This is an optimization exercise on Yosys and OpenROAD, whose aim is small area and a short achievable clock period, not a production implementation. The RTL of this run was laid out without a check of its function. Power figures rest on the tool's default switching activity, not on a simulated workload.

--- flow/config.mk ---
export PLATFORM = sky130hd
export DESIGN_NAME = platform_interrupt_controller
export DESIGN_NICKNAME = platform_interrupt_controller
export VERILOG_FILES = /design/flow/design.v
export SDC_FILE = /design/flow/constraint.sdc
export NUM_CORES = 4
export LEC_CHECK = 0
export CAP_MARGIN = 20
export CORE_MARGIN = 2
export CORE_UTILIZATION = 40
export SLEW_MARGIN = 20
--- flow/design.v ---
`timescale 1ns / 1ps
package plic_pkg;
   localparam int DEF_NUM_HARTS   = 4;
   localparam int DEF_NUM_SOURCES = 32;
   localparam int CMD_W    = 2;
   localparam int OFFSET_W = 26;
   localparam int DATA_W   = 32;
   localparam int SRC_W    = 5;
   localparam int PRIO_W   = 3;
   localparam int HARTS_W  = 3;
   localparam int LINE_W   = 4;
   localparam int WORD_W   = 10;
   localparam logic [CMD_W-1:0] CMD_READ  = 2'd0;
   localparam logic [CMD_W-1:0] CMD_WRITE = 2'd1;
   localparam logic [CMD_W-1:0] CMD_LEVEL = 2'd2;
   localparam logic [OFFSET_W-1:0] PEND_BASE = 26'h000_1000;
   localparam logic [OFFSET_W-1:0] EN_BASE   = 26'h000_2000;
   localparam logic [OFFSET_W-1:0] CTX_BASE  = 26'h020_0000;
   localparam int EN_STRIDE  = 'h80;
   localparam int CTX_STRIDE = 'h1000;
   localparam int EN_CTX_LSB = 7;
   localparam logic [WORD_W-1:0] CTX_WORD_THRESHOLD = 10'd0;
   localparam logic [WORD_W-1:0] CTX_WORD_CLAIM     = 10'd1;
   localparam logic [HARTS_W-1:0] ACTIVE_HARTS_RESET = 3'd1;
endpackage
`timescale 1ns / 1ps
import plic_pkg::*;
module platform_interrupt_controller #(
   parameter int NUM_HARTS   = plic_pkg::DEF_NUM_HARTS,
   parameter int NUM_SOURCES = plic_pkg::DEF_NUM_SOURCES
) (
   input  logic                             clock,
   input  logic                             reset,
   input  logic                             start,
   output logic                             busy,
   input  logic [plic_pkg::CMD_W-1:0]       req_command,
   input  logic [plic_pkg::OFFSET_W-1:0]    req_offset,
   input  logic [plic_pkg::DATA_W-1:0]      req_write_data,
   input  logic [plic_pkg::SRC_W-1:0]       req_irq_source,
   input  logic                             req_irq_level,
   output logic                             rsp_strobe,
   output logic [plic_pkg::DATA_W-1:0]      rsp_read_data,
   output logic                             rsp_access_error,
   output logic [plic_pkg::LINE_W-1:0]      rsp_supervisor_lines,
   output logic [plic_pkg::LINE_W-1:0]      rsp_machine_lines,
   input  logic                             csr_write_enable,
   input  logic [plic_pkg::HARTS_W-1:0]     csr_write_data
);
   localparam int NUM_CTX   = 2 * NUM_HARTS;
   localparam int SRC_IDX_W = $clog2(NUM_SOURCES);
   localparam int CTX_W     = $clog2(NUM_CTX);
   localparam logic [OFFSET_W-1:0] PRIO_END = OFFSET_W'(4 * NUM_SOURCES);
   localparam logic [OFFSET_W-1:0] PEND_END = PEND_BASE + OFFSET_W'(NUM_SOURCES / 8);
   localparam logic [OFFSET_W-1:0] EN_END   = EN_BASE + OFFSET_W'(EN_STRIDE * NUM_CTX);
   localparam logic [OFFSET_W-1:0] CTX_END  = CTX_BASE + OFFSET_W'(CTX_STRIDE * NUM_CTX);
   logic                   req_valid_ff;
   logic [CMD_W-1:0]       req_command_ff;
   logic [OFFSET_W-1:0]    req_offset_ff;
   logic [DATA_W-1:0]      req_write_data_ff;
   logic [SRC_W-1:0]       req_irq_source_ff;
   logic                   req_irq_level_ff;
   logic [HARTS_W-1:0]     active_harts_ff;
   logic [HARTS_W-1:0]     harts_present;
   logic [NUM_SOURCES-1:0] pending_ff, pending_in;
   logic [NUM_SOURCES-1:0] claimed_ff, claimed_in;
   logic [NUM_SOURCES-1:0][PRIO_W-1:0] prio_ff, prio_in;
   logic [NUM_CTX-1:0][DATA_W-1:0]     enable_ff, enable_in;
   logic                   rsp_strobe_ff;
   logic [DATA_W-1:0]      rsp_read_data_ff, rsp_read_data_in;
   logic                   rsp_access_error_ff, rsp_access_error_in;
   logic [LINE_W-1:0]      rsp_sup_ff, rsp_sup_in;
   logic [LINE_W-1:0]      rsp_mach_ff, rsp_mach_in;
   logic                   is_write;
   logic [SRC_IDX_W-1:0]   prio_idx;
   logic [CTX_W-1:0]       en_ctx;
   logic [HARTS_W-1:0]     en_hart;
   logic [WORD_W-1:0]      ctx_word;
   logic [NUM_SOURCES-1:0] eligible;
   logic [NUM_SOURCES-1:0] eligible_in;
   logic [SRC_IDX_W-1:0]   claim_idx;
   assign busy = 1'b0;
   assign harts_present = (active_harts_ff > HARTS_W'(NUM_HARTS)) ?
                          HARTS_W'(NUM_HARTS) : active_harts_ff;
   always_ff @(posedge clock) begin
      if (reset) begin
         req_valid_ff    <= 1'b0;
         active_harts_ff <= ACTIVE_HARTS_RESET;
      end else begin
         req_valid_ff <= start & ~busy;
         if (csr_write_enable) begin
            active_harts_ff <= csr_write_data;
         end
      end
      if (start && !busy) begin
         req_command_ff    <= req_command;
         req_offset_ff     <= req_offset;
         req_write_data_ff <= req_write_data;
         req_irq_source_ff <= req_irq_source;
         req_irq_level_ff  <= req_irq_level;
      end
   end
   always_comb begin
      is_write  = (req_command_ff == CMD_WRITE);
      prio_idx  = req_offset_ff[2 +: SRC_IDX_W];
      en_ctx    = req_offset_ff[EN_CTX_LSB +: CTX_W];
      en_hart   = HARTS_W'(en_ctx) >> 1;
      ctx_word  = req_offset_ff[2 +: WORD_W];
      eligible  = pending_ff & ~claimed_ff;
      claim_idx = '0;
      for (int i = NUM_SOURCES - 1; i >= 0; i--) begin
         if (eligible[i]) begin
            claim_idx = SRC_IDX_W'(i);
         end
      end
      pending_in          = pending_ff;
      claimed_in          = claimed_ff;
      prio_in             = prio_ff;
      enable_in           = enable_ff;
      rsp_read_data_in    = '0;
      rsp_access_error_in = 1'b0;
      if (req_valid_ff) begin
         case (req_command_ff)
            CMD_LEVEL: begin
               for (int i = 1; i < NUM_SOURCES; i++) begin
                  if (req_irq_source_ff == SRC_W'(i)) begin
                     pending_in[i] = req_irq_level_ff;
                  end
               end
            end
            CMD_READ, CMD_WRITE: begin
               if (req_offset_ff < PRIO_END) begin
                  if (is_write) begin
                     prio_in[prio_idx] = req_write_data_ff[PRIO_W-1:0];
                  end else begin
                     rsp_read_data_in = DATA_W'(prio_ff[prio_idx]);
                  end
               end else if (req_offset_ff >= PEND_BASE && req_offset_ff < PEND_END) begin
                  if (is_write) begin
                     rsp_access_error_in = 1'b1;
                  end else if (req_offset_ff == PEND_BASE) begin
                     rsp_read_data_in = DATA_W'(pending_ff);
                  end
               end else if (req_offset_ff >= EN_BASE && req_offset_ff < EN_END) begin
                  if (en_hart < harts_present) begin
                     if (is_write) begin
                        enable_in[en_ctx] = req_write_data_ff;
                     end else begin
                        rsp_read_data_in = enable_ff[en_ctx];
                     end
                  end
               end else if (req_offset_ff >= CTX_BASE && req_offset_ff < CTX_END) begin
                  if (ctx_word == CTX_WORD_THRESHOLD) begin
                     if (is_write) begin
                        prio_in[0] = req_write_data_ff[PRIO_W-1:0];
                     end
                  end else if (ctx_word == CTX_WORD_CLAIM) begin
                     if (is_write) begin
                        for (int i = 0; i < NUM_SOURCES; i++) begin
                           if (req_write_data_ff[SRC_W-1:0] == SRC_W'(i)) begin
                              claimed_in[i] = 1'b0;
                           end
                        end
                     end else if (|eligible) begin
                        claimed_in[claim_idx] = 1'b1;
                        pending_in[claim_idx] = 1'b0;
                        rsp_read_data_in      = DATA_W'(claim_idx);
                     end
                  end else if (is_write) begin
                     rsp_access_error_in = 1'b1;
                  end
               end else begin
                  rsp_access_error_in = 1'b1;
               end
            end
            default: begin
            end
         endcase
      end
      eligible_in = pending_in & ~claimed_in;
      rsp_sup_in  = '0;
      rsp_mach_in = '0;
      for (int h = 0; h < NUM_HARTS; h++) begin
         if (HARTS_W'(h) < harts_present) begin
            rsp_sup_in[h]  = |(eligible_in & enable_in[2*h][NUM_SOURCES-1:0]);
            rsp_mach_in[h] = |(eligible_in & enable_in[2*h+1][NUM_SOURCES-1:0]);
         end
      end
   end
   always_ff @(posedge clock) begin
      if (reset) begin
         rsp_strobe_ff <= 1'b0;
         pending_ff    <= '0;
         claimed_ff    <= '0;
         for (int i = 0; i < NUM_SOURCES; i++) begin
            prio_ff[i] <= '0;
         end
         for (int c = 0; c < NUM_CTX; c++) begin
            enable_ff[c] <= '0;
         end
      end else begin
         rsp_strobe_ff <= req_valid_ff;
         pending_ff    <= pending_in;
         claimed_ff    <= claimed_in;
         prio_ff       <= prio_in;
         enable_ff     <= enable_in;
      end
      rsp_read_data_ff    <= rsp_read_data_in;
      rsp_access_error_ff <= rsp_access_error_in;
      rsp_sup_ff          <= rsp_sup_in;
      rsp_mach_ff         <= rsp_mach_in;
   end
   assign rsp_strobe           = rsp_strobe_ff;
   assign rsp_read_data        = rsp_read_data_ff;
   assign rsp_access_error     = rsp_access_error_ff;
   assign rsp_supervisor_lines = rsp_sup_ff;
   assign rsp_machine_lines    = rsp_mach_ff;
endmodule
--- flow/constraint.sdc ---
create_clock -name core_clock -period 5.5 [get_ports {clock}]
set_input_delay 1.1000 -clock core_clock [delete_from_list [all_inputs] [get_ports {clock}]]
set_output_delay 1.1000 -clock core_clock [all_outputs]
set_load 0.01 [all_outputs]
--- flow/run.sh ---
#!/bin/bash
# synth_recipe.tcl (not shown) runs the flow's synth.tcl, then flattens the netlist and writes it again
# the make line also repeats each setting of config.mk as NAME=value (left out here)
make -C /OpenROAD-flow-scripts/flow DESIGN_CONFIG=/design/flow/config.mk WORK_HOME=/design/flow/orfs CLKGATE_MAP_FILE= SYNTH_SCRIPT=/design/flow/synth_recipe.tcl finish
==> flow_summary.ini <==
[yosys]
ys_async_sr_fraction = 0
synth_xor_xnor_area_share = 0.002616
synth_top_family_by_area = simple AND/OR/NAND/NOR gates
synth_top_flop_cell = dfxtp_1
synth_seq_cells = 528
ys_warn_count = 1
ys_types = 114
synth_fa_ha_area_frac = 0.007135
syn_avg_cell_area_um2 = 8.892
synth_compound_area_frac = 0.1895
synth_edf_count = 66
synth.cell_area_mm2 = 0.02630
seq_area_frac_synth = 0.4270
synthMuxAreaShare = 0.1087
yosys.area_share.simple = 0.2294
synth_fp_nets = 3046
syn-instance-count = 2958

[clock_tree]
ctsResizeCount = 0
clock-sinks = 528
cts-buffers-inserted = 60
cts_tree = done
root_buffer = clkbuf_16
clk_latency_ns = 0.68
path_clk_slew_ns = 0.07
hold_buffers = 0
h-tree-depth = 2
cts.path.max_buffers = 3
cts_setup_buffers = 0

[worst_setup_path]
r2r-end = rsp_sup_ff[2]$_SDFF_PP0_
cp_slowest_cell = nor4_2
critPathBufInv = 2
cp.arrival_ns = 5.76
cp_num_cells = 14
cp_cell_sequence = buf_4, ha_1, nor3b_1, o2111ai_1, nor4_2, and2_1, nand3_2, buf_4, a21oi_1, nor2_1, a22oi_1, o211ai_1, nor4_1, a41oi_1
crit_top_cell = buf_4
critPathRequiredTime_ns = 6.01
cp-end-kind = flop
r2r_slack_ns = 0.25
critPathMaxFanout = 32
timing.rr.start = req_offset_ff[9]$_DFFE_PP_
cpLargestDelayFamily = simple AND/OR/NAND/NOR gates
cpPeakStageDelay_ns = 0.61
crit_path_start_kind = flop
rr_worst_depth = 14
critPathKind = reg2reg
crit_start = req_offset_ff[9]$_DFFE_PP_
crit_path_end = rsp_sup_ff[2]$_SDFF_PP0_

[status]
status = timing/DRC/antenna clean

[sta]
maxSlewHeadroom = 0.1585
slew_viol_final = 0
setup_viol = 0
period_share = 0.9552
period_needed_ns = 5.253
finalHoldViolations = 0
fin_skew_ns = 0.05046
max_freq_mhz = 190.4
worst_pin_slew_ns = 1.259
finalSetupTns_ns = 0
rsz0062_at_grt = no

[placed_design]
place_inst = 3824
dp_hpwl_um = 88720
port_buffers = 114
place_congestion = 1.075

[routing]
drt_iter0_drc = 3686
via_count = 25570
via_per_inst = 6.486
drc_errors = 0
wire_per_inst_um = 30.83
dr.pass1.iters = 6
totalWireLength_um = 121500
postRouteAntennaNets = 0

[grt]
grt.total_usage = 0.3507
grt_max_degree = 146
gr-total-overflow = 0
antenna_found_initial = 12
grt_pass1_wl_um = 172600
grt_pass1_vias = 24310

[cells_and_area]
post-route-util = 0.4686
stdcell_count = 3942
nets = 3111
final_common_cell = dfxtp_1
final_cell_mix = dfxtp_1, nor2_1, nand2_1, a21oi_1, a22oi_1
drive_above_1_share = 0.1240
area_growth_pct = 16.50

[run]
drv_cap = 0

[die]
core-area_mm2 = 0.06539
die_w_um = 260.4
ios = 116
initial_core_util = 0.4022
fp.dieH_um = 260.4
die_area_mm2 = 0.06783
rows = 94

[pwr]
p_leak_uw = 0.01058
power.density_mw_per_mm2 = 294.2
vdd_drop_max_mv = 0.2499

[worst_hold_path]
hold_path.class = reg2reg
-- worst min-delay path: cells and delay by family, from the launching register on --
| kind | cells | cell delay, ns |
|---|---|---|
| AOI/OAI and AO/OA | 1 | 0.05 |
| and+or+nand+nor | 1 | 0.05 |
| DFF | 1 | 0.31 |
-- power by group --
| part | total (uW) | internal (uW) | leakage (uW) | switching, uW |
|---|---|---|---|---|
| Combinational | 651 | 184 | 0.00518 | 466 |
| Sequential | 4010 | 3950 | 0.00437 | 58.7 |
| Clock | 4360 | 2580 | 0.00103 | 1780 |
-- stage by stage --
stage | cell area [um2] | worst slack (ns) | hold WS (ns) | power (uW)
floorplan | 26300 | 1.666 | 0.4290 | 4434
global placement | 28440 | 0.1789 | 0.4409 | 4719
detailed placement | 28450 | 0.2731 | 0.4529 | 4719
CTS | 30590 | 0.2221 | 0.4614 | 9030
global route | 30630 | 0.1427 | 0.4794 | 9232
finish | 30640 | 0.2466 | 0.4592 | 9015
-- layer usage --
metal	wire [um]	global-route usage
met3	14270	0.08722
met5	87	0
met2	51750	0.5163
met1	48180	0.4730
met4	7252	0.1879
-- logic make-up (layout without fill, tap and decap cells) --
| group | after synthesis | in the layout |
|---|---|---|
| AO/OA/AOI/OAI | 736 | 736 |
| XOR/XNOR | 7 | 7 |
| adder cells (fa/ha/maj) | 15 | 15 |
| buffers and inverters | 233 | 348 |
| flip-flops | 528 | 528 |
| multiplexers | 167 | 167 |
| other | 1 | 6 |
| AND/OR/NAND/NOR | 1271 | 1271 |
-- Yosys cell counts, types with 5 or more instances --
cell       instances  area, um2
a211oi_1          12      90.09
mux4_2            94       2117
o2111ai_1         12      105.1
o21ai_1            9      45.04
o31ai_1            6      45.04
o21a_1             5      37.54
nor3b_1            8      60.06
a2bb2oi_1          6      52.55
a21o_1             5      37.54
a22oi_1          169       1269
nand4_1           31      193.9
a31oi_1           13      81.33
buf_2             17      85.08
ha_1              15      187.7
o22ai_1           39      244.0
mux2i_1           64      640.6
and4_1             6      52.55
and3_1            20      125.1
nor2_1           456       1712
nand2_1          364       1366
nand3_1           39      195.2
o21ai_0          114      570.6
clkbuf_1         161      604.3
a41oi_1            9      78.83
o221ai_1           5      43.79
nor3_1            61      305.3
nand2b_1         100      625.6
nand3_2            5      50.05
a22o_1            21      183.9
a21oi_2            5      43.79
inv_1             29      108.9
or3_1              7      43.79
nor2b_1           94      588.1
nor4_1            20      125.1
a21oi_1          211       1056
mux2_2             9      101.4
a2111oi_0          5      43.79
edfxtp_1          66       1982
and2_1            11      68.82
o211ai_1          21      157.7
buf_1             17      63.81
dfxtp_1          462       9249
-- area by class of cell --
class	count	area (um2)
flip-flops and latches	528	11230
fillers	6323	34750
multi-input cells	2197	14190
inverters	32	125.1
diodes	5	12.51
clock buffers	85	1770
repair buffers	204	1857
well taps	864	1081
clock inverters	27	372.9
-- how the worst min path moves through the flow --
stage                             startpoint                        to  slack [ns]  cells after the start
floorplan           prio_ff[12]$_SDFFE_PP0P_  prio_ff[12]$_SDFFE_PP0P_        0.43                      2
global placement    prio_ff[13]$_SDFFE_PP0P_  prio_ff[13]$_SDFFE_PP0P_        0.44                      2
detailed placement  prio_ff[49]$_SDFFE_PP0P_  prio_ff[49]$_SDFFE_PP0P_        0.45                      2
CTS                 prio_ff[49]$_SDFFE_PP0P_  prio_ff[49]$_SDFFE_PP0P_        0.46                      2
global route        prio_ff[12]$_SDFFE_PP0P_  prio_ff[12]$_SDFFE_PP0P_        0.48                      2
finish              prio_ff[49]$_SDFFE_PP0P_  prio_ff[49]$_SDFFE_PP0P_        0.46                      2
-- flip-flops by register name (all words and copies together) (netlist names) --
signal	cells
active_harts_ff	3
claimed_ff	32
enable_ff	256
pending_ff	32
prio_ff	96
req_command_ff	2
req_irq_level_ff	1
req_irq_source_ff	5
req_offset_ff	26
req_valid_ff	1
req_write_data_ff	32
rsp_access_error_ff	1
rsp_mach_ff	4
rsp_read_data_ff	32
rsp_strobe_ff	1
rsp_sup_ff	4

-- what the ideal ports hide --
The results above use ideal ports. As a check the final layout listed here was re-extracted and re-timed, cells and wires unchanged. Step 1: set_driving_cell puts a clkbuf_16 on clock and a buf_2 on each other input, an assumption about the parent block. Step 2 adds t to the input delays and takes it off the output delays; t is the mean of the earliest and latest rising clock arrival at the registers after step 1. Input paths then give back, and output paths get back, about the clock's delay inside the block. a / b / c = no drivers / after step 1 / after step 2; a / b = the first two.
shift t [ns]: 0.716
slack for setup (ns): 0.247 / 0.247 / 0.247
worst slew at a driven data input, ns: 0.07
After both steps setup and hold are still met in this run. The setup slack of this run moves by 0.000 ns with the drivers and by 0.000 ns with both steps.
